Context: an optimization exercise on an open-source flow, tuned for small area, a short achievable clock period and few clock cycles per item. The choices shown serve that exercise and are no tape-out recipe.
Only simulation tests tie the RTL to the original design; equivalence was not proved.
Power figures rest on the tool's default switching activity, not on a simulated workload.

==> flow/design.v (outline; a module is shown in full before it is edited, if it fits) <==
// module cla: 1489 lines
// module add_seq_ctrl: 65 lines
module add_seq_ctrl
#(
    parameter int unsigned N     = add_seq_pkg::ADDSEQ_N,
    parameter int unsigned WORDS = add_seq_pkg::ADDSEQ_WORDS
) (
    input  logic             clk,
    input  logic             rst,
    input  logic             in_valid,
    output logic             in_ready,
    input  logic [N*WORDS-1:0] a,
    input  logic [N*WORDS-1:0] b,
    input  logic             cin,
    input  logic             sub,
    output logic             out_valid,
    input  logic             out_ready,
    output logic [N*WORDS-1:0] sum,
    output logic             cout
);
  // ...
==> flow/flow/run.sh <==
#!/bin/bash
# The standard layout (standard.sh), with two changes to how it is made:
#  - ports are buffered with sky130_fd_sc_hd__buf_1 instead of the delay buffer
#    buffer_ports picks by default;
#  - timing repair aims for extra setup slack, so the layout runs faster than
#    the 28 ns the constraints require.
# The constraints (constraint.sdc) are the standard flow's, unchanged. Each tool's log is in
# orfs/logs; this script's own output goes to standard.log.
MARGIN=19
bash standard.sh finish \
  "BUFFER_PORTS_ARGS=-buffer_cell sky130_fd_sc_hd__buf_1" \
  SETUP_SLACK_MARGIN=$MARGIN  "ABC_AREA=1" "DONT_USE_CELLS= sky130_fd_sc_hd__probe_p_8 sky130_fd_sc_hd__probec_p_8 sky130_fd_sc_hd__lpflow_bleeder_1 sky130_fd_sc_hd__lpflow_clkbufkapwr_1 sky130_fd_sc_hd__lpflow_clkbufkapwr_16 sky130_fd_sc_hd__lpflow_clkbufkapwr_2 sky130_fd_sc_hd__lpflow_clkbufkapwr_4 sky130_fd_sc_hd__lpflow_clkbufkapwr_8 sky130_fd_sc_hd__lpflow_clkinvkapwr_1 sky130_fd_sc_hd__lpflow_clkinvkapwr_16 sky130_fd_sc_hd__lpflow_clkinvkapwr_2 sky130_fd_sc_hd__lpflow_clkinvkapwr_4 sky130_fd_sc_hd__lpflow_clkinvkapwr_8 sky130_fd_sc_hd__lpflow_decapkapwr_12 sky130_fd_sc_hd__lpflow_decapkapwr_3 sky130_fd_sc_hd__lpflow_decapkapwr_4 sky130_fd_sc_hd__lpflow_decapkapwr_6 sky130_fd_sc_hd__lpflow_decapkapwr_8 sky130_fd_sc_hd__lpflow_inputiso0n_1 sky130_fd_sc_hd__lpflow_inputiso0p_1 sky130_fd_sc_hd__lpflow_inputiso1n_1 sky130_fd_sc_hd__lpflow_inputiso1p_1 sky130_fd_sc_hd__lpflow_inputisolatch_1 sky130_fd_sc_hd__lpflow_isobufsrc_1 sky130_fd_sc_hd__lpflow_isobufsrc_16 sky130_fd_sc_hd__lpflow_isobufsrc_2 sky130_fd_sc_hd__lpflow_isobufsrc_4 sky130_fd_sc_hd__lpflow_isobufsrc_8 sky130_fd_sc_hd__lpflow_isobufsrckapwr_16 sky130_fd_sc_hd__lpflow_lsbuf_lh_hl_isowell_tap_1 sky130_fd_sc_hd__lpflow_lsbuf_lh_hl_isowell_tap_2 sky130_fd_sc_hd__lpflow_lsbuf_lh_hl_isowell_tap_4 sky130_fd_sc_hd__lpflow_lsbuf_lh_isowell_4 sky130_fd_sc_hd__lpflow_lsbuf_lh_isowell_tap_1 sky130_fd_sc_hd__lpflow_lsbuf_lh_isowell_tap_2 sky130_fd_sc_hd__lpflow_lsbuf_lh_isowell_tap_4  sky130_fd_sc_hd__fa_1 sky130_fd_sc_hd__fa_2 sky130_fd_sc_hd__fa_4" > standard.log 2>&1
==> flow/standard.sh <==
#!/bin/bash
# synth_recipe.tcl (not shown) runs the flow's synth.tcl, then flattens the netlist and writes it again
# the make line also repeats each setting of config.mk as NAME=value (left out here)
make -C /OpenROAD-flow-scripts/flow DESIGN_CONFIG=/design/flow/config.mk WORK_HOME=/design/flow/orfs CLKGATE_MAP_FILE= SYNTH_SCRIPT=/design/flow/synth_recipe.tcl "${@:-finish}"
==> flow/config.mk <==
export PLATFORM = sky130hd
export DESIGN_NAME = add_seq_ctrl
export DESIGN_NICKNAME = add_seq_ctrl
export VERILOG_FILES = /design/flow/design.v
export SDC_FILE = /design/flow/constraint.sdc
export NUM_CORES = 4
export LEC_CHECK = 0
export CAP_MARGIN = 20
export CORE_MARGIN = 2
export CORE_UTILIZATION = 40
export SLEW_MARGIN = 20
==> flow/constraint.sdc <==
create_clock -name core_clock -period 28.0 [get_ports {clk}]
set_input_delay 5.6000 -clock core_clock [delete_from_list [all_inputs] [get_ports {clk}]]
set_output_delay 5.6000 -clock core_clock [all_outputs]
set_load 0.01 [all_outputs]
==> out/results.txt, run 1 <==
GP Congestion -> 0.940
Die Height -> 276 um
XOR/XNOR Fraction of Synth Area -> 9.68%
dpl hpwl -> 72.1 mm
Pwr top -> sequential cells
cell mode on critical path -> nand2_4
Clk Latency, worst-skew pair -> 0.63 ns
outcome -> timing/DRC/antenna clean
post-CTS resize count -> 10
post-layout net count -> 5071
combinational cell power -> 0.000755 W
Non-Filler Instances -> 5258
Seq cells post-synth -> 517
total of max-cap violations -> 0
mapped cell area -> 29500 um2
internal reg-to-reg setup slack -> 24.48 ns
hold depth -> 2
Non-clock buffering overhead -> 9.31%
Vias/cell -> 4.76
Util after Layout -> 49.2%
Main synth FF type -> edfxtp_1
adder-cell share of the synthesized area -> 13.6%
Clock Sinks -> 517
most common cell after layout, fill and taps aside -> nand2_1
Clock Skew -> 0.0257 ns
GR Layer Usage met3 -> 6.24%
Fmax achieved -> 113 MHz
Hold Crit Endpoint -> skid_q[164]
count leader, synth -> nand2_1
Clock buf/inv share -> 5.75%
dpl cell area -> 33400 um2
Seq cells -> 517
DIE AREA -> 75900 um2
GRT Total Usage -> 23.4%
Routed WL -> 95.8 mm
origin of the critical flop-to-flop path -> skid_valid_q
Fin Setup TNS -> 0 ns
Avg WL per Cell -> 18.2 um
Clock Tree Root -> clkbuf_16
Final Cycle Share -> 31.6%
Non-clk bufs -> 803
Max Slew Vio Count -> 0
CTS H-tree lvls -> 2
post-route cell area -> 35900 um2
Testbench counts, summed over its fixed seeds: cycles 1,288, items 1,280.
==> run 2, diff against run 1 <==
==> flow/flow/run.sh (replaced) <==
#!/bin/bash
# The standard layout (standard.sh), with two changes to how it is made:
#  - ports are buffered with sky130_fd_sc_hd__buf_1 instead of the delay buffer
#    buffer_ports picks by default;
#  - timing repair aims for extra setup slack, so the layout runs faster than
#    the 28 ns the constraints require.
# The constraints (constraint.sdc) are the standard flow's, unchanged. Each tool's log is in
# orfs/logs; this script's own output goes to standard.log.
MARGIN=19.5
bash standard.sh finish \
  "BUFFER_PORTS_ARGS=-buffer_cell sky130_fd_sc_hd__buf_1" \
  SETUP_SLACK_MARGIN=$MARGIN  "ABC_AREA=1" "DONT_USE_CELLS= sky130_fd_sc_hd__probe_p_8 sky130_fd_sc_hd__probec_p_8 sky130_fd_sc_hd__lpflow_bleeder_1 sky130_fd_sc_hd__lpflow_clkbufkapwr_1 sky130_fd_sc_hd__lpflow_clkbufkapwr_16 sky130_fd_sc_hd__lpflow_clkbufkapwr_2 sky130_fd_sc_hd__lpflow_clkbufkapwr_4 sky130_fd_sc_hd__lpflow_clkbufkapwr_8 sky130_fd_sc_hd__lpflow_clkinvkapwr_1 sky130_fd_sc_hd__lpflow_clkinvkapwr_16 sky130_fd_sc_hd__lpflow_clkinvkapwr_2 sky130_fd_sc_hd__lpflow_clkinvkapwr_4 sky130_fd_sc_hd__lpflow_clkinvkapwr_8 sky130_fd_sc_hd__lpflow_decapkapwr_12 sky130_fd_sc_hd__lpflow_decapkapwr_3 sky130_fd_sc_hd__lpflow_decapkapwr_4 sky130_fd_sc_hd__lpflow_decapkapwr_6 sky130_fd_sc_hd__lpflow_decapkapwr_8 sky130_fd_sc_hd__lpflow_inputiso0n_1 sky130_fd_sc_hd__lpflow_inputiso0p_1 sky130_fd_sc_hd__lpflow_inputiso1n_1 sky130_fd_sc_hd__lpflow_inputiso1p_1 sky130_fd_sc_hd__lpflow_inputisolatch_1 sky130_fd_sc_hd__lpflow_isobufsrc_1 sky130_fd_sc_hd__lpflow_isobufsrc_16 sky130_fd_sc_hd__lpflow_isobufsrc_2 sky130_fd_sc_hd__lpflow_isobufsrc_4 sky130_fd_sc_hd__lpflow_isobufsrc_8 sky130_fd_sc_hd__lpflow_isobufsrckapwr_16 sky130_fd_sc_hd__lpflow_lsbuf_lh_hl_isowell_tap_1 sky130_fd_sc_hd__lpflow_lsbuf_lh_hl_isowell_tap_2 sky130_fd_sc_hd__lpflow_lsbuf_lh_hl_isowell_tap_4 sky130_fd_sc_hd__lpflow_lsbuf_lh_isowell_4 sky130_fd_sc_hd__lpflow_lsbuf_lh_isowell_tap_1 sky130_fd_sc_hd__lpflow_lsbuf_lh_isowell_tap_2 sky130_fd_sc_hd__lpflow_lsbuf_lh_isowell_tap_4  sky130_fd_sc_hd__fa_1 sky130_fd_sc_hd__fa_2 sky130_fd_sc_hd__fa_4" "CORE_UTILIZATION=60" "CTS_CLUSTER_SIZE=24" "CTS_CLUSTER_DIAMETER=90" > standard.log 2>&1
==> run 2 against run 1 <==
  * Maximum frequency increased by 3.5%
  * Synthesized cell count unchanged
  * Wire length increased by 0.66%
  * Sequential power about the same
  * Cell area increased by 0.40%
  * Clock power decreased by 47%
  * Register-to-register slack improved by 0.13 ns
  * Critical path type unchanged
  * Critical endpoint is now res_q[245]
  * Largest cell class unchanged
  * Largest power group unchanged
  * Highest routed layer unchanged
==> out/results.txt, run 2 <==
Rows -> 81 (was 99)
sequential power share -> 47.3% (was 41.8%)
sw power -> 0.000866 W (was 0.000896 W)
Die X -> 226 um (was 276 um)
internal power -> 0.00154 W (was 0.00181 W)
Clock Sinks -> 517 (unchanged)
CTS Buf Count -> 27 (was 58)
DIE AREA -> 51000 um2 (was 75900 um2)
hold crit path type -> reg2reg (unchanged)
Post-synth top cells -> nand2_1 (1032), xor2_1 (323), ha_1 (320), inv_1 (320) (unchanged)
origin of the critical flop-to-flop path -> skid_valid_q (unchanged)
Syn Area/Cell -> 8.54 um2 (unchanged)
setup violators final -> 0 (unchanged)
Warnings, synthesis -> 1 (unchanged)
Arrival @ worst endpoint -> 8.86 ns (was 9.18 ns)
via count -> 26.1k (was 25.0k)
static leakage -> 16.8 nW (about the same)
post-route ant nets -> 0 (unchanged)
hold path start -> skid_q[255] (was skid_q[164])
outcome -> timing/DRC/antenna clean (unchanged)
Sw Ratio -> 36.0% (was 33.1%)
initial core utilization -> 60.5% (was 40.4%)
Clock Tree Root -> clkbuf_16 (unchanged)
Main synth FF type -> edfxtp_1 (unchanged)
Post-Synthesis Cells -> 3455 (unchanged)
Avg WL per Cell -> 19.5 um (was 18.2 um)
Final Cycle Share -> 30.5% (was 31.6%)
Clk Latency, worst-skew pair -> 0.58 ns (was 0.63 ns)
Die Height -> 226 um (was 276 um)
fillcell total -> 3867 (was 7173)
post-layout net count -> 5085 (was 5071)
First-pass DRT Iterations -> 6 (was 5)
initial antenna violation count -> 30 (was 31)
Worst-Margin Slew -> 1.06 ns (was 1.09 ns)
CP startpoint kind -> input pin (unchanged)
count leader, synth -> nand2_1 (unchanged)
Max Slew Vio Count -> 0 (unchanged)
RSZ-0062 raised after global routing -> true (was false)
final hold vios -> 0 (unchanged)
commonest cells after routing, fill and taps aside -> nand2_1 (954), buf_1 (775), xor2_1 (321) (was nand2_1 (1030), buf_1 (775), xor2_1 (323))
Fmax achieved -> 117 MHz (was 113 MHz)
Seq cells post-synth -> 517 (unchanged)
Post-synth EDFFs -> 257 (unchanged)
Ports -> 777 (unchanged)
Comb power frac -> 34.4% (was 27.9%)
core outline area -> 48700 um2 (was 73000 um2)
hold depth -> 2 (unchanged)
Util after Layout -> 73.9% (was 49.2%)
Worst EP required -> 28.31 ns (was 28.34 ns)
Vias/cell -> 5.26 (was 4.76)
share of cells above drive strength 1 -> 8.86% (was 4.30%)
Fin Setup TNS -> 0 ns (unchanged)
Routed WL -> 96.4 mm (was 95.8 mm)
worst rel slew slack -> 29.4% (was 27.3%)
Pwr Density -> 66.7 nW/um2 (was 75.5 nW/um2)
crit-path max FO -> 13 (was 27)
Yosys top cell area share -> 26.2% (unchanged)
CTS H-tree lvls -> 1 (was 2)
Initial DRC Count -> 1679 (was 1281)
Netlist cell types -> 42 (unchanged)
vias in the first global route -> 23.8k (was 23.4k)
Period minus WS final -> 8.55 ns (was 8.85 ns)
clock power share -> 18.2% (was 30.3%)
worst r2r path cells -> 4 (unchanged)
CTS clk-pin slew, worst paths -> 0.09 ns (was 0.06 ns)
top flop regs -> res_q (257), skid_q (257) (unchanged)
dpl hpwl -> 70.9 mm (was 72.1 mm)
CP Capture Type -> flip-flop (unchanged)
Max VDD drop -> 62.6 uV (was 59.3 uV)
mapped cell area -> 29500 um2 (unchanged)
GRT Total Usage -> 35.5% (was 23.4%)
largest area contributor in the netlist -> edfxtp_1 (unchanged)
crit path from -> sub (unchanged)
async set-or-reset flop fraction in the synthesized netlist -> 0.580% (unchanged)
count of buffers from port buffering -> 776 (unchanged)
most common cell after layout, fill and taps aside -> nand2_1 (unchanged)
GP Congestion -> 0.948 (was 0.940)
Synthesized Nets -> 4293 (unchanged)
first-pass GRT wire length -> 136 mm (was 135 mm)
Clock Skew -> 0.0159 ns (was 0.0257 ns)
dominant cells by area after synthesis -> edfxtp_1 (26%), dfxtp_1 (17%), ha_1 (14%) (unchanged)
Layout area overhead -> 22.1% (was 21.6%)
total of max-cap violations -> 0 (unchanged)
largest net degree at the start of global routing -> 180 (was 99)
grt ovf -> 0 (unchanged)
maximum clock insertion buffer count -> 3 (unchanged)
Seq/Total Area, Yosys -> 43.9% (unchanged)
CTS tree -> done (unchanged)
critical path class -> in2reg (unchanged)
Total Power -> 0.00240 W (was 0.00271 W)
DRC Markers -> 0 (unchanged)
## run 2: layout make-up
| type | count | area [um2] | area share [%] |
|---|---|---|---|
| multi-input cells | 2532 | 16400 | 45.4 |
| clock buffers | 41 | 728 | 2.02 |
| flip-flops and latches | 517 | 12900 | 35.9 |
| clock inverters | 8 | 73.8 | 0.205 |
| inverters | 322 | 1220 | 3.38 |
| well taps | 664 | 831 | 2.31 |
| repair buffers | 847 | 3790 | 10.5 |
| diodes | 27 | 67.6 | 0.188 |
## run 2: repair_timing
| action | in CTS | in global routing |
|---|---|---|
| setup endpoints to repair | 460 | 224 |
| cloned | 9 | 4 |
| hold buffers | 0 | 0 |
| pin swaps | 17 | 127 |
| buffers inserted | 15 | 35 |
| resized for setup | 54 | 219 |
## run 2: power by group through the flow
stage / logic [W] / registers [W] / clock network, W
floorplan: 0.000447 / 0.00118 / 0
global placement: 0.000745 / 0.00114 / 0
detailed placement: 0.000752 / 0.00115 / 0
CTS: 0.000776 / 0.00113 / 0.000441
global route: 0.000920 / 0.00115 / 0.000464
finish: 0.000827 / 0.00114 / 0.000438
## run 2: kinds of logic after synthesis
| family | after synthesis | synth area share (%) |
|---|---|---|
| simple gates | 1545 | 21.3 |
| flops | 517 | 43.9 |
| buf+inv | 408 | 5.24 |
| compound gates | 339 | 6.30 |
| xor+xnor | 326 | 9.68 |
| fa+ha+maj | 320 | 13.6 |
## run 2: path summary, 6_finish.rpt
path,slack (ns),end
setup / recovery,19.45,res_q[245]
max in group asynchronous,22.96,in_ready_q
min in group asynchronous,4.83,skid_valid_q
hold reg to reg,0.45,skid_q[255]
hold / removal,0.45,skid_q[255]
setup reg to reg,24.61,res_q[256]
## run 2: critical path, stage by stage
cell and delay [ns]:
clkbuf_16 0.16, buf_16 0.17, buf_12 0.14, buf_16 0.16, xor2_1 0.17, ha_1 0.35, buf_4 0.16, nand2_1 0.05
nand2_1 0.06, a21oi_1 0.12, o21a_1 0.17, nand2_2 0.07, nand2_1 0.06, nand2_1 0.08, a21oi_4 0.17, buf_8 0.17
nand2_8 0.12, nand2_2 0.11, nand2_2 0.07, nand2_2 0.09, nand2_4 0.07, ha_4 0.16, nor2_4 0.07, xor2_1 0.15
o21ai_1 0.10
## run 2: stage by stage
stage	cell area, um2	cells	hold slack [ns]	setup slack [ns]
2_1_floorplan	30100	3455	0.414	18.06
3_3_place_gp	33400	4819	0.429	17.06
3_5_place_dp	33400	4819	0.433	17.05
4_1_cts	34800	4892	0.453	19.50
5_1_grt	36000	4951	0.470	19.36
6_report	36000	4958	0.453	19.45
## run 2: metal layers
layer | global-route usage, % | wire [um] | vias to the layer above
met1 | 41.4 | 36600 | 11900
met3 | 9.06 | 8150 | 264
met5 | 0 | 108 | -
met2 | 58.9 | 45300 | 993
met4 | 21.2 | 6230 | 16
li1 | - | - | 12900
==> run 3, diff against run 2 <==
--- a/flow/flow/run.sh
+++ b/flow/flow/run.sh
@@ -6,7 +6,7 @@
 #    the 28 ns the constraints require.
 # The constraints (constraint.sdc) are the standard flow's, unchanged. Each tool's log is in
 # orfs/logs; this script's own output goes to standard.log.
-MARGIN=19.5
+MARGIN=18.5
 bash standard.sh finish \
   "BUFFER_PORTS_ARGS=-buffer_cell sky130_fd_sc_hd__buf_1" \
   SETUP_SLACK_MARGIN=$MARGIN  "ABC_AREA=1" "DONT_USE_CELLS= sky130_fd_sc_hd__probe_p_8 sky130_fd_sc_hd__probec_p_8 sky130_fd_sc_hd__lpflow_bleeder_1 sky130_fd_sc_hd__lpflow_clkbufkapwr_1 sky130_fd_sc_hd__lpflow_clkbufkapwr_16 sky130_fd_sc_hd__lpflow_clkbufkapwr_2 sky130_fd_sc_hd__lpflow_clkbufkapwr_4 sky130_fd_sc_hd__lpflow_clkbufkapwr_8 sky130_fd_sc_hd__lpflow_clkinvkapwr_1 sky130_fd_sc_hd__lpflow_clkinvkapwr_16 sky130_fd_sc_hd__lpflow_clkinvkapwr_2 sky130_fd_sc_hd__lpflow_clkinvkapwr_4 sky130_fd_sc_hd__lpflow_clkinvkapwr_8 sky130_fd_sc_hd__lpflow_decapkapwr_12 sky130_fd_sc_hd__lpflow_decapkapwr_3 sky130_fd_sc_hd__lpflow_decapkapwr_4 sky130_fd_sc_hd__lpflow_decapkapwr_6 sky130_fd_sc_hd__lpflow_decapkapwr_8 sky130_fd_sc_hd__lpflow_inputiso0n_1 sky130_fd_sc_hd__lpflow_inputiso0p_1 sky130_fd_sc_hd__lpflow_inputiso1n_1 sky130_fd_sc_hd__lpflow_inputiso1p_1 sky130_fd_sc_hd__lpflow_inputisolatch_1 sky130_fd_sc_hd__lpflow_isobufsrc_1 sky130_fd_sc_hd__lpflow_isobufsrc_16 sky130_fd_sc_hd__lpflow_isobufsrc_2 sky130_fd_sc_hd__lpflow_isobufsrc_4 sky130_fd_sc_hd__lpflow_isobufsrc_8 sky130_fd_sc_hd__lpflow_isobufsrckapwr_16 sky130_fd_sc_hd__lpflow_lsbuf_lh_hl_isowell_tap_1 sky130_fd_sc_hd__lpflow_lsbuf_lh_hl_isowell_tap_2 sky130_fd_sc_hd__lpflow_lsbuf_lh_hl_isowell_tap_4 sky130_fd_sc_hd__lpflow_lsbuf_lh_isowell_4 sky130_fd_sc_hd__lpflow_lsbuf_lh_isowell_tap_1 sky130_fd_sc_hd__lpflow_lsbuf_lh_isowell_tap_2 sky130_fd_sc_hd__lpflow_lsbuf_lh_isowell_tap_4  sky130_fd_sc_hd__fa_1 sky130_fd_sc_hd__fa_2 sky130_fd_sc_hd__fa_4" "CORE_UTILIZATION=60" "CTS_CLUSTER_SIZE=24" "CTS_CLUSTER_DIAMETER=90" > standard.log 2>&1
==> run 3 against run 2 <==
  * Still clean on timing, DRC and antenna
  * Sequential share of layout area rose by 2.1 points
  * Via count shrank 3.8%
  * Power down 3.5%
  * Die area unchanged
  * Critical path type unchanged
  * Critical endpoint unchanged
  * Largest cell class unchanged
  * Largest power group unchanged
==> out/results.txt, run 3 <==
dpl cell area -> 33000 um2 (was 33400 um2)
Vias/cell -> 5.12 (was 5.26)
core outline area -> 48700 um2 (unchanged)
via count -> 25.1k (was 26.1k)
fillcell total -> 4180 (was 3867)
Clk Latency, worst-skew pair -> 0.60 ns (was 0.58 ns)
dpl hpwl -> 70.4 mm (was 70.9 mm)
Total Power -> 0.00232 W (was 0.00240 W)
Fin Setup TNS -> 0 ns (unchanged)
Worst-Margin Slew -> 0.937 ns (was 1.06 ns)
hold buffers post-CTS -> 0 (unchanged)
Max VDD drop -> 72.0 uV (was 62.6 uV)
Layout area overhead -> 15.3% (was 22.1%)
post-route ant nets -> 0 (unchanged)
Post-Synthesis Cells -> 3455 (unchanged)
internal reg-to-reg setup slack -> 24.17 ns (was 24.61 ns)
Final Cycle Share -> 32.5% (was 30.5%)
count of buffers from port buffering -> 776 (unchanged)
first-pass GRT wire length -> 129 mm (was 136 mm)
grt ovf -> 0 (unchanged)
dpl ws -> 17.22 ns (was 17.05 ns)
hold depth -> 2 (unchanged)
most common cell after layout, fill and taps aside -> nand2_1 (unchanged)
Comb power frac -> 31.8% (was 34.4%)
Setup Buffers After CTS -> 0 (was 15)
dominant cells by area after synthesis -> edfxtp_1 (26%), dfxtp_1 (17%), ha_1 (14%) (unchanged)
Netlist cell types -> 42 (unchanged)
Main synth FF type -> edfxtp_1 (unchanged)
CTS Buf Count -> 27 (unchanged)
GRT Total Usage -> 33.5% (was 35.5%)
post-route cell area -> 34000 um2 (was 36000 um2)
Yosys top cell area share -> 26.2% (unchanged)
Max Slew Vio Count -> 0 (unchanged)
largest area contributor in the netlist -> edfxtp_1 (unchanged)
initial antenna violation count -> 26 (was 30)
critical path class -> in2reg (unchanged)
setup ws final -> 18.91 ns (was 19.45 ns)
setup violators final -> 0 (unchanged)
Worst EP required -> 28.31 ns (about the same)
First-pass DRT Iterations -> 5 (was 6)
Arrival @ worst endpoint -> 9.40 ns (was 8.86 ns)
hold crit path type -> reg2reg (unchanged)
CTS H-tree lvls -> 1 (unchanged)
hold path start -> skid_q[107] (was skid_q[255])
Hold Crit Endpoint -> skid_q[107] (was skid_q[255])
Sw Ratio -> 35.1% (was 36.0%)
Synthesized Nets -> 4293 (unchanged)
Ports -> 777 (unchanged)
mapped cell area -> 29500 um2 (unchanged)
vias in the first global route -> 23.1k (was 23.8k)
Die X -> 226 um (unchanged)
sw power -> 0.000813 W (was 0.000866 W)
dpl cells -> 4822 (was 4819)
initial core utilization -> 60.5% (unchanged)
largest net degree at the start of global routing -> 139 (was 180)
FF-to-FF End -> res_q[121] (was res_q[256])
total of max-cap violations -> 0 (unchanged)
Pwr Density -> 68.2 nW/um2 (was 66.7 nW/um2)
DRC Markers -> 0 (unchanged)
post-layout net count -> 5025 (was 5085)
DIE AREA -> 51000 um2 (unchanged)
commonest cells after routing, fill and taps aside -> nand2_1 (1032), buf_1 (775), xor2_1 (323) (was nand2_1 (954), buf_1 (775), xor2_1 (321))
final hold vios -> 0 (unchanged)
Routed WL -> 88.6 mm (was 96.4 mm)
Avg WL per Cell -> 18.1 um (was 19.5 um)
internal power -> 0.00151 W (was 0.00154 W)
origin of the critical flop-to-flop path -> skid_valid_q (unchanged)
Post-synth top cells -> nand2_1 (1032), xor2_1 (323), ha_1 (320), inv_1 (320) (unchanged)
maximum clock insertion buffer count -> 3 (unchanged)
share of cells above drive strength 1 -> 2.45% (was 8.86%)
Seq/Total Area, Yosys -> 43.9% (unchanged)
outcome -> timing/DRC/antenna clean (unchanged)
GP Congestion -> 0.950 (was 0.948)
count leader, synth -> nand2_1 (unchanged)
clock power share -> 19.4% (was 18.2%)
CP startpoint kind -> input pin (unchanged)
Clock Skew -> 0.0226 ns (was 0.0159 ns)
static leakage -> 16.1 nW (was 16.8 nW)
Clock Sinks -> 517 (unchanged)
RSZ-0062 raised after global routing -> false (was true)
top flop regs -> res_q (257), skid_q (257) (unchanged)
CP Capture Type -> flip-flop (unchanged)
Post-synth EDFFs -> 257 (unchanged)
Rows -> 81 (unchanged)
Period minus WS final -> 9.09 ns (was 8.55 ns)
worst r2r path cells -> 4 (unchanged)
sequential power share -> 48.8% (was 47.3%)
async set-or-reset flop fraction in the synthesized netlist -> 0.580% (unchanged)
Seq cells post-synth -> 517 (unchanged)
Fmax achieved -> 110 MHz (was 117 MHz)
Die Height -> 226 um (unchanged)
Clock Tree Root -> clkbuf_16 (unchanged)
CTS tree -> done (unchanged)
Non-Filler Instances -> 4896 (was 4958)
CTS clk-pin slew, worst paths -> 0.09 ns (about the same)
worst rel slew slack -> 37.5% (was 29.4%)
Initial DRC Count -> 1471 (was 1679)
Warnings, synthesis -> 1 (unchanged)
Syn Area/Cell -> 8.54 um2 (unchanged)
crit-path max FO -> 52 (was 13)
-- run 3: cell types whose count changed in the layout (fill, tap and decap cells not counted), moves of 26 or more --
| cell | previous run | this run |
|---|---|---|
| o21ai_0 | 93 | 137 |
| o21ai_1 | 50 | 7 |
| nand2_2 | 66 | 33 |
| nor2_1 | 168 | 229 |
| nand2_4 | 49 | 8 |
| nor2_4 | 27 | 1 |
| nor2_2 | 35 | 0 |
| buf_4 | 49 | 7 |
| ha_1 | 287 | 320 |
| nand2_1 | 954 | 1032 |
-- run 3: layout make-up --
cell class	count	area, um2	area share (%)
clock inverters	7	96.3	0.283
flip-flops and latches	517	12900	38.1
clock buffers	41	738	2.17
diodes	26	65.1	0.191
repair buffers	789	3100	9.12
well taps	664	831	2.44
multi-input cells	2530	15000	44.2
inverters	322	1220	3.58
-- run 3: cell families (layout without fill, tap and decap cells) --
kind of cell	after synthesis	after routing	synth area share, %
compound gates	339	339	6.30
buf+inv	408	1159	5.24
fa+ha+maj	320	320	13.6
flops	517	517	43.9
other cells	0	26	0
simple gates	1545	1545	21.3
xor+xnor	326	326	9.68
-- run 3: worst max path at each step --
stage               from         end  cells after the start
6_report             sub  res_q[245]                     21
4_1_cts              sub  res_q[165]                     25
3_5_place_dp         sub  res_q[221]                     21
3_3_place_gp         sub  res_q[245]                     21
5_1_grt              sub  res_q[237]                     25
2_1_floorplan  out_ready    res_q[0]                      2
-- run 3: routing by layer --
| metal | share of wire [%] | vias up | wire length, um | global-route usage [%] |
|---|---|---|---|---|
| met3 | 7.7 | 189 | 6790 | 7.56 |
| met1 | 38 | 11300 | 34100 | 39.1 |
| met2 | 48 | 840 | 42300 | 57.6 |
| met4 | 5.9 | 10 | 5260 | 17.5 |
| li1 | - | 12800 | - | - |
| met5 | 0.080 | - | 71 | 0 |
-- run 3: power groups by stage --
stage	sequential [W]	clock, W	combinational, W
after global placement	0.00114	0	0.000722
final	0.00113	0.000451	0.000738
after CTS	0.00113	0.000456	0.000735
after floorplan	0.00118	0	0.000428
after detailed placement	0.00114	0	0.000730
after global routing	0.00115	0.000478	0.000830
-- run 3: stage by stage --
stage	hold WS (ns)	utilization (%)
global route	0.469	69.7
detailed placement	0.434	67.8
CTS	0.456	69.5
floorplan	0.414	-
finish	0.453	69.8
global placement	0.429	67.8
-- run 3: critical path, cell delays in order --
cell and delay [ns]:
buf_12 0.23, buf_16 0.28, buf_12 0.37, xor2_1 0.19
ha_1 0.28, a21oi_1 0.19, o21ai_0 0.13, a21oi_1 0.14
o21ai_0 0.18, nand2_1 0.13, nand2_1 0.08, a21oi_1 0.13
nand2_1 0.27, a21oi_1 0.23, nand2_1 0.13, nand2_1 0.08
nand2_1 0.08, ha_1 0.20, nor2_1 0.11, xor2_1 0.14
o21ai_0 0.10
-- run 3: repair_timing --
action / in CTS / in global routing
endpoints found under the hold margin: 0 / 0
setup endpoints to repair: 366 / 131
resized for setup: 7 / 12
cloned: 0 / 0
==> run 4, diff against run 3 <==
--- a/flow/flow/run.sh
+++ b/flow/flow/run.sh
@@ -6,7 +6,7 @@
 #    the 28 ns the constraints require.
 # The constraints (constraint.sdc) are the standard flow's, unchanged. Each tool's log is in
 # orfs/logs; this script's own output goes to standard.log.
-MARGIN=18.5
+MARGIN=19
 bash standard.sh finish \
   "BUFFER_PORTS_ARGS=-buffer_cell sky130_fd_sc_hd__buf_1" \
   SETUP_SLACK_MARGIN=$MARGIN  "ABC_AREA=1" "DONT_USE_CELLS= sky130_fd_sc_hd__probe_p_8 sky130_fd_sc_hd__probec_p_8 sky130_fd_sc_hd__lpflow_bleeder_1 sky130_fd_sc_hd__lpflow_clkbufkapwr_1 sky130_fd_sc_hd__lpflow_clkbufkapwr_16 sky130_fd_sc_hd__lpflow_clkbufkapwr_2 sky130_fd_sc_hd__lpflow_clkbufkapwr_4 sky130_fd_sc_hd__lpflow_clkbufkapwr_8 sky130_fd_sc_hd__lpflow_clkinvkapwr_1 sky130_fd_sc_hd__lpflow_clkinvkapwr_16 sky130_fd_sc_hd__lpflow_clkinvkapwr_2 sky130_fd_sc_hd__lpflow_clkinvkapwr_4 sky130_fd_sc_hd__lpflow_clkinvkapwr_8 sky130_fd_sc_hd__lpflow_decapkapwr_12 sky130_fd_sc_hd__lpflow_decapkapwr_3 sky130_fd_sc_hd__lpflow_decapkapwr_4 sky130_fd_sc_hd__lpflow_decapkapwr_6 sky130_fd_sc_hd__lpflow_decapkapwr_8 sky130_fd_sc_hd__lpflow_inputiso0n_1 sky130_fd_sc_hd__lpflow_inputiso0p_1 sky130_fd_sc_hd__lpflow_inputiso1n_1 sky130_fd_sc_hd__lpflow_inputiso1p_1 sky130_fd_sc_hd__lpflow_inputisolatch_1 sky130_fd_sc_hd__lpflow_isobufsrc_1 sky130_fd_sc_hd__lpflow_isobufsrc_16 sky130_fd_sc_hd__lpflow_isobufsrc_2 sky130_fd_sc_hd__lpflow_isobufsrc_4 sky130_fd_sc_hd__lpflow_isobufsrc_8 sky130_fd_sc_hd__lpflow_isobufsrckapwr_16 sky130_fd_sc_hd__lpflow_lsbuf_lh_hl_isowell_tap_1 sky130_fd_sc_hd__lpflow_lsbuf_lh_hl_isowell_tap_2 sky130_fd_sc_hd__lpflow_lsbuf_lh_hl_isowell_tap_4 sky130_fd_sc_hd__lpflow_lsbuf_lh_isowell_4 sky130_fd_sc_hd__lpflow_lsbuf_lh_isowell_tap_1 sky130_fd_sc_hd__lpflow_lsbuf_lh_isowell_tap_2 sky130_fd_sc_hd__lpflow_lsbuf_lh_isowell_tap_4  sky130_fd_sc_hd__fa_1 sky130_fd_sc_hd__fa_2 sky130_fd_sc_hd__fa_4" "CORE_UTILIZATION=60" "CTS_CLUSTER_SIZE=24" "CTS_CLUSTER_DIAMETER=90" > standard.log 2>&1
==> run 4 against run 3 <==
  * Largest cell class unchanged
  * Non-clock buffer count grew 10
  * Critical path depth is 1 higher
  * Wire length grew 3.3%
==> out/results.txt, run 4 <==
Syn Area/Cell -> 8.54 um2 (unchanged)
vias in the first global route -> 23.5k (was 23.1k)
First-pass DRT Iterations -> 5 (unchanged)
Max Slew Vio Count -> 0 (unchanged)
grt ovf -> 0 (unchanged)
met2 Resource Use GR -> 58.0% (was 57.6%)
Fmax achieved -> 114 MHz (was 110 MHz)
most common cell after layout, fill and taps aside -> nand2_1 (unchanged)
setup ws final -> 19.25 ns (was 18.91 ns)
GP Congestion -> 0.938 (was 0.950)
DIE AREA -> 51000 um2 (unchanged)
Avg WL per Cell -> 18.7 um (was 18.1 um)
Clock Tree Root -> clkbuf_16 (unchanged)
Die X -> 226 um (unchanged)
internal power -> 0.00153 W (was 0.00151 W)
GR Layer Usage met3 -> 9.33% (was 7.56%)
initial core utilization -> 60.5% (unchanged)
Arrival @ worst endpoint -> 9.06 ns (was 9.40 ns)
Clk Latency, worst-skew pair -> 0.60 ns (about the same)
Routed WL -> 91.4 mm (was 88.6 mm)
Slowest-stage cell, CP -> xor2_1 (was buf_12)
Worst-Margin Slew -> 0.910 ns (was 0.937 ns)
Comb power frac -> 31.9% (was 31.8%)
Max VDD drop -> 62.0 uV (was 72.0 uV)
clock power share -> 20.1% (was 19.4%)
CTS Buf Count -> 27 (unchanged)
mapped cell area -> 29500 um2 (unchanged)
count leader, synth -> nand2_1 (unchanged)
Layout area overhead -> 16.3% (was 15.3%)
Clock Sinks -> 517 (unchanged)
CTS tree -> done (unchanged)
origin of the critical flop-to-flop path -> skid_valid_q (unchanged)
busiest grt layer -> met2 (unchanged)
CP startpoint kind -> input pin (unchanged)
Worst path max stage delay -> 0.51 ns (was 0.37 ns)
top flop regs -> res_q (257), skid_q (257) (unchanged)
hold crit path type -> reg2reg (unchanged)
post-layout net count -> 5035 (was 5025)
cell mode on critical path -> nor2_1 (was nand2_1)
Sw Ratio -> 35.1% (about the same)
Post-synth EDFFs -> 257 (unchanged)
CP cell instances -> clkbuf_16 > buf_16 > xor2_1 > ha_1 > nand2_1 > nor2_1 > nand2_1 > nor2_1 > inv_1 > nor2_1 > inv_1 > nor3_2 > nand2_1 > nor2_1 > a21oi_1 > nand2_2 > nand2_1 > nand2_2 > ha_1 > nor2_1 > xor2_1 > o21ai_0 (was buf_12 > buf_16 > buf_12 > xor2_1 > ha_1 > a21oi_1 > o21ai_0 > a21oi_1 > o21ai_0 > nand2_1 > nand2_1 > a21oi_1 > nand2_1 > a21oi_1 > nand2_1 > nand2_1 > nand2_1 > ha_1 > nor2_1 > xor2_1 > o21ai_0)
hold buffers post-CTS -> 0 (unchanged)
count of buffers from port buffering -> 776 (unchanged)
crit-path max FO -> 31 (was 52)
total of max-cap violations -> 0 (unchanged)
hold path start -> skid_q[56] (was skid_q[107])
Final Cycle Share -> 31.3% (was 32.5%)
Clock Skew -> 0.0245 ns (was 0.0226 ns)
Worst EP required -> 28.31 ns (about the same)
Critical path buffers and inverters -> 4 (was 3)
dominant cells by area after synthesis -> edfxtp_1 (26%), dfxtp_1 (17%), ha_1 (14%) (unchanged)
setup violators final -> 0 (unchanged)
Seq/Total Area, Yosys -> 43.9% (unchanged)
largest net degree at the start of global routing -> 173 (was 139)
sw power -> 0.000827 W (was 0.000813 W)
commonest cells after routing, fill and taps aside -> nand2_1 (1031), buf_1 (775), xor2_1 (323) (was nand2_1 (1032), buf_1 (775), xor2_1 (323))
RSZ-0062 raised after global routing -> false (unchanged)
static leakage -> 16.2 nW (was 16.1 nW)
Fin Setup TNS -> 0 ns (unchanged)
worst rel slew slack -> 39.3% (was 37.5%)
async set-or-reset flop fraction in the synthesized netlist -> 0.580% (unchanged)
outcome -> timing/DRC/antenna clean (unchanged)
CTS clk-pin slew, worst paths -> 0.09 ns (about the same)
Post-synth top cells -> nand2_1 (1032), xor2_1 (323), ha_1 (320), inv_1 (320) (unchanged)
Rows -> 81 (unchanged)
delay-heaviest family, CP -> simple AND/OR/NAND/NOR gates (was compound AO/OA/AOI/OAI gates)
Warnings, synthesis -> 1 (unchanged)
Post-Synthesis Cells -> 3455 (unchanged)
post-route ant nets -> 0 (unchanged)
Seq cells post-synth -> 517 (unchanged)
Vias/cell -> 5.17 (was 5.12)
Yosys top cell area share -> 26.2% (unchanged)
Pwr Density -> 68.8 nW/um2 (was 68.2 nW/um2)
internal reg-to-reg setup slack -> 24.95 ns (was 24.17 ns)
Netlist cell types -> 42 (unchanged)
maximum clock insertion buffer count -> 3 (unchanged)
CTS H-tree lvls -> 1 (unchanged)
Ports -> 777 (unchanged)
Initial DRC Count -> 1658 (was 1471)
Main synth FF type -> edfxtp_1 (unchanged)
dpl ws -> 16.88 ns (was 17.22 ns)
fillcell total -> 4176 (was 4180)
DRC Markers -> 0 (unchanged)
Period minus WS final -> 8.75 ns (was 9.09 ns)
final hold vios -> 0 (unchanged)
dpl hpwl -> 70.1 mm (was 70.4 mm)
Util after Layout -> 70.4% (was 69.8%)
initial antenna violation count -> 34 (was 26)
Die Height -> 226 um (unchanged)
CP Capture Type -> flip-flop (unchanged)
first-pass GRT wire length -> 133 mm (was 129 mm)
Synthesized Nets -> 4293 (unchanged)
share of cells above drive strength 1 -> 2.80% (was 2.45%)
crit path from -> sub (unchanged)
critical path class -> in2reg (unchanged)
met1 usage in global routing -> 39.5% (was 39.1%)
via count -> 25.4k (was 25.1k)
sequential power share -> 47.9% (was 48.8%)
core outline area -> 48700 um2 (unchanged)
GRT Total Usage -> 34.3% (was 33.5%)
largest area contributor in the netlist -> edfxtp_1 (unchanged)
run 4: cell count changes in the layout (fill, tap and decap cells not counted), sizes merged:
cell | before | now
diode | 26 | 24
bufbuf | 0 | 1
buf | 789 | 794
inv | 325 | 324
bufinv | 1 | 3
clkinv | 0 | 3
clkinvlp | 3 | 1
run 4: cell families (layout without fill, tap and decap cells):
kind of cell / count (synthesis) / in the layout / share of synthesized area (%)
flops: 517 / 517 / 43.9
compound gates: 339 / 339 / 6.30
simple gates: 1545 / 1545 / 21.3
fa+ha+maj: 320 / 320 / 13.6
buf+inv: 408 / 1167 / 5.24
xor+xnor: 326 / 326 / 9.68
other cells: 0 / 24 / 0
run 4: power groups by stage:
stage | Combinational, W | Clock [W] | Sequential, W
after floorplan | 0.000428 | 0 | 0.00118
after global placement | 0.000728 | 0 | 0.00114
after detailed placement | 0.000736 | 0 | 0.00115
after CTS | 0.000747 | 0.000479 | 0.00113
after global routing | 0.000848 | 0.000502 | 0.00115
final | 0.000753 | 0.000475 | 0.00113
run 4: final timing paths:
path / endpoint / cells after the start
min in group asynchronous: skid_valid_q / 2
min: skid_q[56] / 2
min reg2reg: skid_q[56] / 2
max in group asynchronous: in_ready_q / 2
max: res_q[253] / 22
max reg2reg: res_q[185] / 3
run 4: tightest hold or removal path, cell delays in order (launching register included):
cell and delay [ns]:
dfxtp_1 0.32, nand2_1 0.05, nand2_1 0.07
run 4: area by class of cell:
cell class	instances	area, um2	area share, %
well taps	664	831	2.42
clock buffers	37	744	2.17
flip-flops and latches	517	12900	37.7
repair buffers	799	3330	9.71
multi-input cells	2530	15000	43.8
diodes	24	60.1	0.175
clock inverters	9	143	0.416
inverters	322	1220	3.55
run 4: metal layers:
metal,part of all wire (%),vias up,wire (um)
met2,47,872,43000
met3,8.3,257,7600
li1,-,12800,-
met1,38,11400,34700
met4,6.5,28,5950
met5,0.20,-,184
run 4: stage by stage:
stage	cell area, um2	total power [W]	hold WS [ns]	std cells
floorplan	29500	0.00161	0.414	3455
global placement	33000	0.00187	0.429	4819
detailed placement	33000	0.00188	0.435	4819
CTS	34100	0.00236	0.458	4869
global route	34300	0.00250	0.467	4896
finish	34300	0.00236	0.456	4902
run 4: what timing repair did:
action,4_1_cts,5_1_grt
cloned,3,5
endpoints found under the hold margin,0,0
pin swaps,1,0
resized for setup,11,5
setup endpoints to repair,489,94
buffers inserted,1,4

[re-timing with driven ports]
No port has a modelled driver above. Below, the same layouts with a new extraction and two added sets of constraints. Step 1 (the two cells are an assumption about what drives the block):
set clk [get_ports {clk}]
set_driving_cell -lib_cell sky130_fd_sc_hd__clkbuf_16 $clk
set_driving_cell -lib_cell sky130_fd_sc_hd__buf_2 [delete_from_list [all_inputs] $clk]
Step 2 also shifts input and output timing later by t, the mid clock arrival at the registers, as if the neighbouring blocks saw the same clock. Slacks: ideal ports / drivers / drivers and shift; pairs: ideal ports / drivers.
run | t, ns | setup slack, ns | worst hold slack (ns) | worst setup path at the end
run 1 | 0.672 | 19.154 / 19.077 / 18.405 | 0.447 / 0.447 / 0.447 | input to register
run 2 | 0.638 | 19.452 / 19.349 / 18.711 | 0.453 / 0.453 / 0.453 | input to register
run 3 | 0.648 | 18.907 / 18.895 / 18.247 | 0.453 / 0.453 / 0.453 | input to register
run 4 | 0.646 | 19.249 / 19.113 / 18.467 | 0.456 / 0.456 / 0.456 | input to register
After both steps setup and hold are still met in every run listed. The setup slack of run 4, which loses most, moves by -0.136 ns with the drivers and by -0.782 ns with both steps.
